Background: an optimization exercise with open tools, aiming at small area, a short achievable clock period and few clock cycles. Do not read the settings as production practice. At most, simulation tests tie the RTL to the original design; equivalence was not proved. Power and IR drop assume default switching activity.

// sparse_fmap_loader
module sparse_fmap_loader (
    input  logic                         clk,
    input  logic                         rst_n,
    input  logic                         start,
    input  fmap_pkg::mem_addr_t          cfg_read_addr,
    input  fmap_pkg::dim_t               cfg_width,
    input  fmap_pkg::dim_t               cfg_height,
    input  fmap_pkg::fmap_cnt_t          cfg_num_fmap,
    output logic                         mem_req,
    output fmap_pkg::mem_addr_t          mem_addr,
    output logic [fmap_pkg::LEN_W-1:0]   mem_len,
    input  logic                         mem_grant,
    input  fmap_pkg::mem_word_t          mem_din,
    input  logic                         mem_vld,
    input  logic                         mem_fin,
    output logic                         px_req,
    input  logic                         px_grant,
    output fmap_pkg::px_addr_t           px_addr,
    output logic                         px_wr_vld,
    output fmap_pkg::pixel_t             px_dout,
    output logic                         track_write,
    output fmap_pkg::px_addr_t           track_din,
    output logic                         busy,
    output logic                         done
);
export LEC_CHECK = 0
export CAP_MARGIN = 20
export CORE_MARGIN = 2
export CORE_UTILIZATION = 60
export CTS_CLUSTER_DIAMETER = 100
export CTS_CLUSTER_SIZE = 30
export SETUP_SLACK_MARGIN = 3.2
export SLEW_MARGIN = 20
export BUFFER_PORTS_ARGS = -buffer_cell sky130_fd_sc_hd__buf_1
create_clock -name core_clock -period 5.5 [get_ports {clk}]
standard.sh (not shown) runs the stock make flow with config.mk's settings and CLKGATE_MAP_FILE= SYNTH_SCRIPT=/design/flow/synth_recipe.tcl, a recipe that flattens the netlist after the stock synthesis.
==> flow/flow/run.sh <==
#!/bin/bash
set -euo pipefail
echo 'export BUFFER_PORTS_ARGS = -buffer_cell sky130_fd_sc_hd__buf_1' >> config.mk
bash standard.sh > standard.log 2>&1
Edit:
--- a/flow/design.v
+++ b/flow/design.v
@@ -183,15 +183,15 @@
                 end
                 I_MAP: if (mem_grant) begin
                     mem_req <= 1'b0;
                     istate  <= I_MWAIT;
                 end
                 I_MWAIT: if (n_ready) begin
                     istate <= n_lf ? I_IDLE : I_SLOT;
-                end else if (n_wv && can_pix) begin
+                end else if ((map_in_q2 && (freec == 4'd8)) || (n_wv && can_pix)) begin
                     mem_req <= 1'b1;
                     istate  <= I_PIX;
                 end
                 I_PIX: if (mem_grant) begin
                     mem_req <= 1'b0;
                     istate  <= n_lf ? I_IDLE : I_SLOT;
                 end
@@ -207,15 +207,16 @@
         if (start && (istate == I_IDLE)) begin
             mem_addr <= cfg_read_addr;
             a_carry  <= 1'b0;
         end else begin
             {a_carry, mem_addr[7:2]} <= {1'b0, mem_addr[7:2]} + {3'b000, accept ? mem_len : 4'd0};
             mem_addr[31:8] <= mem_addr[31:8] + {23'd0, a_carry};
         end
-        if ((istate == I_MWAIT) || (istate == I_PIX)) mem_len <= n_len;
+        if (istate == I_MWAIT) mem_len <= map_in_q2 ? len_q : n_len;
+        else if (istate == I_PIX) mem_len <= n_len;
         else mem_len <= 4'd1;
     end
     always_ff @(posedge clk or negedge rst_n) begin
         if (!rst_n) begin
             n_valid <= 1'b0;
             n_wv    <= 1'b0;
             n_ready <= 1'b0;
After rerunning: Clock power rises by about 4%. First-iteration DRC count came out lower by 3.0%. Cell count climbs by 1.9%. Sequential power barely changes. Wire length is higher by 0.49%. Sequential share of layout area drops by 0.23 points. Power increases by 0.56%. Design area hardly moves.
Testbench counts after the change, summed over its fixed seeds: cycles 40,504.
Function not checked in the first run of this note: the RTL went through the layout flow alone.

---

Another version of the RTL of sparse_fmap_loader (not shown whole).
clock: 5.5 ns
lec_check: 0
cap_margin: 20
core_margin: 2
core_utilization: 40
setup_slack_margin: 3.0
slew_margin: 20
buffer_ports_args: -buffer_cell sky130_fd_sc_hd__buf_1
Scripts as last shown in full above: flow/flow/run.sh
Edit:
--- a/flow/design.v
+++ b/flow/design.v
@@ -72,16 +72,19 @@
     logic        ret_pix;
     logic [31:0] wbuf [8];
     logic [7:0]  wq;         
     logic [7:0]  pq;         
     logic        hq;         
     logic [7:0]  pq_rot;
     logic        step_en;
-    logic [11:0] nib;        
+    logic [3:0]  pc_hi;      
+    logic [3:0]  pc_lo;
     logic [4:0]  nib_sum;    
+    logic        c2_q;       
+    logic        n_wv_q;
     logic [3:0]  len_q;      
     logic        map_in_q;
     logic [3:0]  freec;
     logic        wr;
     logic        adv;
     logic        bursting;   
     logic        b_empty;
@@ -99,32 +102,33 @@
     logic        half_n;
     logic        can_pix;
     logic [15:0] seg_cnt;    
     logic [15:0] px_d;
     function automatic logic [2:0] ones4(input logic [3:0] n);
         ones4 = 3'(n[0]) + 3'(n[1]) + 3'(n[2]) + 3'(n[3]);
     endfunction
-    assign nib_sum   = 5'({2'b00, nib[11:9]} + {2'b00, nib[8:6]}) +
-                       5'({2'b00, nib[5:3]}  + {2'b00, nib[2:0]});
+    function automatic logic [3:0] ones8(input logic [7:0] n);
+        ones8 = 4'(ones4(n[7:4])) + 4'(ones4(n[3:0]));
+    endfunction
+    assign nib_sum   = 5'(pc_hi) + 5'(pc_lo);
     assign len_q     = 4'((nib_sum + 5'd1) >> 1);
     assign accept    = mem_req && mem_grant;
     assign map_in    = mem_vld && !ret_pix;
     assign map_zero  = (mem_din[31:16] == 16'h0000);
     assign map_acc   = accept && (istate == I_MAP);
     assign wr        = mem_vld && ret_pix;
     assign b_empty   = !bursting && !px_req;
     assign bit_set   = b_map[15];
     assign b_load    = b_empty || last_beat;
     assign move      = (n_ready || (wr && mem_fin)) && b_load;
     assign half_n = bit_set ? ~half : half;
     assign adv    = bursting && ((bit_set && half) || (last_beat && half_n));
     assign pq_rot = {pq[6:0], pq[7]};
     assign step_en  = bursting || (px_req && px_grant);
-    assign can_pix = ({1'b0, n_len} <= freec) ||
-                     (bursting && ({1'b0, zleft} + {2'b00, n_len} <= {1'b0, freec, half} + 6'd2));
+    assign can_pix = ({1'b0, n_len} <= freec) || (bursting && c2_q && n_wv_q);
     always_comb begin
         px_d = 16'h0000;
         for (int i = 0; i < 8; i++) begin
             px_d = px_d | ({16{bit_d && pq[i] && !hq}} & wbuf[i][15:0])
                         | ({16{bit_d && pq[i] &&  hq}} & wbuf[i][31:16]);
         end
     end
@@ -132,16 +136,17 @@
     assign px_addr   = {seg_cnt, 4'b0000};
     assign track_din = {seg_cnt, 4'b0000};
     always_ff @(posedge clk) begin
         for (int i = 0; i < 8; i++) begin
             if (wr && wq[i]) wbuf[i] <= mem_din;
         end
         px_dout <= px_d;
-        nib     <= {ones4(mem_din[31:28]), ones4(mem_din[27:24]),
-                    ones4(mem_din[23:20]), ones4(mem_din[19:16])};
+        pc_hi   <= ones8(mem_din[31:24]);
+        pc_lo   <= ones8(mem_din[23:16]);
+        c2_q    <= ({1'b0, zleft} + {2'b00, n_len} <= {1'b0, freec, half} + 6'd3);
         if (map_in_q) begin
             n_w   <= nib_sum;
             n_len <= len_q;
         end
     end
     always_ff @(posedge clk) begin
         if (start) begin
@@ -226,17 +231,19 @@
         if (!rst_n) begin
             n_valid <= 1'b0;
             n_have  <= 1'b0;
             n_wv    <= 1'b0;
             n_ready <= 1'b0;
             ret_pix <= 1'b0;
             map_in_q <= 1'b0;
+            n_wv_q   <= 1'b0;
         end else begin
             map_in_q <= map_in;
             n_wv     <= (map_in_q || n_wv) && !move;
+            n_wv_q   <= n_wv && !move;
             if (map_acc) n_valid <= 1'b1;
             if (mem_vld) begin
                 if (!ret_pix) begin
                     n_have  <= 1'b1;
                     n_ready <= map_zero;
                     ret_pix <= !map_zero;
                 end else if (mem_fin) begin
@@ -267,15 +274,16 @@
                 if (hq) pq <= pq_rot;
                 hq <= 1'b0;
             end else if (step_en && bit_d) begin
                 if (hq) pq <= pq_rot;
                 hq <= !hq;
             end
             if (bursting) half <= half_n && !last_beat;
-            freec <= freec - 4'(wr) + 4'(adv);
+            if (wr && !adv) freec <= freec - 4'd1;
+            else if (adv && !wr) freec <= freec + 4'd1;
         end
     end
     always_ff @(posedge clk) begin
         if (start) seg_cnt <= '0;
         else if (last_beat) seg_cnt <= seg_cnt + 16'd1;
         if (b_load) zleft <= 5'd16 - n_w;
         else if (bursting && !bit_set) zleft <= zleft - 5'd1;
After rerunning: Setup slack is worse by 83 ps; clock skew decreases by 19 ps; total power decreases by 1.2%; wire length grows by 3.0%; hold slack loses 25 ps; cell count went up by 0.38%; via count grows by 0.92%; global-route usage rose by 0.52 points; register-to-register slack gets better by 520 ps; design area barely changes.
No functional check of the RTL was part of any run of this note.

---

sparse_fmap_loader, a different RTL version from the one above (not shown whole).
Size in the first run: ~1,500 cells after synthesis, ~480 flip-flops, roughly 200 I/O pins.
Settings: LEC_CHECK=0, CAP_MARGIN=20, CORE_MARGIN=2, CORE_UTILIZATION=75, CTS_CLUSTER_DIAMETER=100, CTS_CLUSTER_SIZE=25, SETUP_SLACK_MARGIN=3.3, SLEW_MARGIN=20, BUFFER_PORTS_ARGS=-buffer_cell sky130_fd_sc_hd__buf_1; clock period 5.5 ns.
Scripts as last shown in full above: flow/flow/run.sh
Testbench counts at the start, summed over its fixed seeds: cycles 40,856.
Edit:
--- a/flow/design.v
+++ b/flow/design.v
@@ -58,53 +58,51 @@
     logic    accept;
     logic    map_acc;
     logic    a_carry;    
     logic    map_in;     
     logic    map_zero;   
     logic        n_valid;    
     logic        n_have;     
     logic        n_wv;       
     logic        n_ready;    
     logic        n_lr;       
     logic        n_lf;       
     logic [15:0] n_map;
-    logic [4:0]  n_w;
+    logic        n_odd;      
     logic [3:0]  n_len;
     logic        ret_pix;
     logic [31:0] wbuf [8];
     logic [7:0]  wq;         
     logic [7:0]  pq;         
     logic        hq;         
     logic [7:0]  pq_rot;
     logic        step_en;
     logic [11:0] nib;        
     logic [3:0]  pc_hi;      
     logic [3:0]  pc_lo;
     logic        map_in_q2;
     logic [4:0]  nib_sum;    
-    logic        c2_q;       
-    logic        n_wv_q;
     logic [3:0]  len_q;      
     logic        map_in_q;
     logic [3:0]  freec;
     logic        wr;
     logic        adv;
     logic        bursting;   
     logic        b_empty;
     logic [15:0] b_map;      
     logic        b_lr;
     logic        b_lf;
     logic [3:0]  beat;
     logic        half;       
-    logic [4:0]  zleft;      
+    logic        b_odd;      
     logic        bit_set;
     logic        bit_d;      
     logic        last_beat;  
     logic        b_load;
     logic        move;
     logic        half_n;
     logic        can_pix;
     logic [15:0] seg_cnt;    
     logic [15:0] px_d;
     function automatic logic [2:0] ones4(input logic [3:0] n);
         ones4 = 3'(n[0]) + 3'(n[1]) + 3'(n[2]) + 3'(n[3]);
     endfunction
@@ -114,47 +112,47 @@
     assign map_in    = mem_vld && !ret_pix;
     assign map_zero  = (mem_din[31:16] == 16'h0000);
     assign map_acc   = accept && (istate == I_MAP);
     assign wr        = mem_vld && ret_pix;
     assign b_empty   = !bursting && !px_req;
     assign bit_set   = b_map[15];
     assign b_load    = b_empty || last_beat;
     assign move      = (n_ready || (wr && mem_fin)) && b_load;
     assign half_n = bit_set ? ~half : half;
     assign adv    = bursting && ((bit_set && half) || (last_beat && half_n));
     assign pq_rot = {pq[6:0], pq[7]};
     assign step_en  = bursting || (px_req && px_grant);
-    assign can_pix = ({1'b0, n_len} <= freec) || (bursting && c2_q && n_wv_q);
+    assign can_pix = ({1'b0, n_len} <= freec) ||
+                     (bursting && ({1'b0, n_len} + {4'd0, b_odd} <= {1'b0, beat} + 5'd3));
     always_comb begin
         px_d = 16'h0000;
         for (int i = 0; i < 8; i++) begin
             px_d = px_d | ({16{bit_d && pq[i] && !hq}} & wbuf[i][15:0])
                         | ({16{bit_d && pq[i] &&  hq}} & wbuf[i][31:16]);
         end
     end
     assign px_wr_vld = bursting;
     assign px_addr   = {seg_cnt, 4'b0000};
     assign track_din = {seg_cnt, 4'b0000};
     always_ff @(posedge clk) begin
         for (int i = 0; i < 8; i++) begin
             if (wr && wq[i]) wbuf[i] <= mem_din;
         end
         px_dout <= px_d;
         nib     <= {ones4(mem_din[31:28]), ones4(mem_din[27:24]),
                     ones4(mem_din[23:20]), ones4(mem_din[19:16])};
         pc_hi   <= 4'(nib[11:9]) + 4'(nib[8:6]);
         pc_lo   <= 4'(nib[5:3]) + 4'(nib[2:0]);
-        c2_q    <= ({1'b0, zleft} + {2'b00, n_len} <= {1'b0, freec, half} + 6'd3);
         if (map_in_q2) begin
-            n_w   <= nib_sum;
+            n_odd <= nib_sum[0];
             n_len <= len_q;
         end
     end
     always_ff @(posedge clk) begin
         if (start) begin
             cseg_m1 <= 5'((cfg_width - 9'd1) >> 4);
             cfm_m1  <= cfg_num_fmap - 10'd1;
         end
         if (start) begin
             fcol   <= 5'((cfg_width - 9'd1) >> 4);
             ffm    <= cfg_num_fmap - 10'd1;
             frow   <= cfg_height - 9'd1;
@@ -228,30 +226,28 @@
         if (istate == I_MWAIT) mem_len <= map_in_q2 ? len_q : n_len;
         else if (istate != I_PIX) mem_len <= 4'd1;
     end
     always_ff @(posedge clk or negedge rst_n) begin
         if (!rst_n) begin
             n_valid <= 1'b0;
             n_have  <= 1'b0;
             n_wv    <= 1'b0;
             n_ready <= 1'b0;
             ret_pix <= 1'b0;
             map_in_q <= 1'b0;
             map_in_q2 <= 1'b0;
-            n_wv_q   <= 1'b0;
         end else begin
             map_in_q  <= map_in;
             map_in_q2 <= map_in_q;
             n_wv      <= ((map_in_q2 && n_have) || n_wv) && !move;
-            n_wv_q   <= n_wv && !move;
             if (map_acc) n_valid <= 1'b1;
             if (mem_vld) begin
                 if (!ret_pix) begin
                     n_have  <= 1'b1;
                     n_ready <= map_zero;
                     ret_pix <= !map_zero;
                 end else if (mem_fin) begin
                     n_ready <= 1'b1;
                     ret_pix <= 1'b0;
                 end
             end
             if (move) begin
@@ -279,26 +275,25 @@
             end else if (step_en && bit_d) begin
                 if (hq) pq <= pq_rot;
                 hq <= !hq;
             end
             if (bursting) half <= half_n && !last_beat;
             if (wr && !adv) freec <= freec - 4'd1;
             else if (adv && !wr) freec <= freec + 4'd1;
         end
     end
     always_ff @(posedge clk) begin
         if (start) seg_cnt <= '0;
         else if (last_beat) seg_cnt <= seg_cnt + 16'd1;
-        if (b_load) zleft <= 5'd16 - n_w;
-        else if (bursting && !bit_set) zleft <= zleft - 5'd1;
+        if (b_load) b_odd <= n_odd;
         if (b_load) bit_d <= n_map[15];
         else if (px_req) bit_d <= px_grant ? b_map[14] : b_map[15];
         else bit_d <= b_map[13];
         if (b_load) begin
             b_map <= n_map;
             b_lr  <= n_lr;
             b_lf  <= n_lf;
         end else if (bursting) begin
             b_map <= {b_map[14:0], 1'b1};
         end
     end
     always_ff @(posedge clk or negedge rst_n) begin
Total power went down by 5.5%; cell area went down by 2.2%; hold slack got worse by 11 ps; synthesized area went down by 3.2%; first-iteration DRC count went down by 15%.
Testbench counts after the change, summed over its fixed seeds: cycles 40,504.

[separate check: timing with driven ports]
The flow's constraints put no driver on any port. The routed layouts listed below were extracted and timed again, unchanged, in two steps. Step 1, drivers: a clkbuf_16 drives clk and a buf_2 each remaining input, both assumed. Step 2 moves the port delays by t, midway between the first and last clock arrival at a register: inputs arrive t later, outputs are due t later. That takes back most of the time a late clock gives input paths. Slacks: ideal ports / drivers / drivers and shift; pairs: ideal ports / drivers.
run | t, ns | setup slack, ns | hold slack, ns | worst setup path at the end | slew at the worst register clock pin (ns)
the first run of note 1 | 0.585 | 3.234 / 3.203 / 2.677 | 0.380 / 0.380 / 0.380 | input to register | 0.11 / 0.11
the second run of note 1 | 0.599 | 3.247 / 3.196 / 2.679 | 0.361 / 0.361 / 0.361 | input to register | 0.12 / 0.12
the first run of note 2 | 0.651 | 2.555 / 2.555 / 2.460 | 0.443 / 0.443 / 0.443 | input to register | 0.07 / 0.07
the second run of note 2 | 0.639 | 2.472 / 2.478 / 1.840 | 0.418 / 0.418 / 0.418 | input to register | 0.07 / 0.07
the first run of note 3 | 0.599 | 3.253 / 3.199 / 2.716 | 0.370 / 0.370 / 0.370 | input to register | 0.10 / 0.10
the second run of note 3 | 0.611 | 3.207 / 3.156 / 2.730 | 0.359 / 0.359 / 0.359 | input to register | 0.10 / 0.10
After both steps setup and hold are still met in every run listed. For the second run of note 2, which loses most, drivers alone change the setup slack by +0.006 ns; drivers and shift together by -0.632 ns.
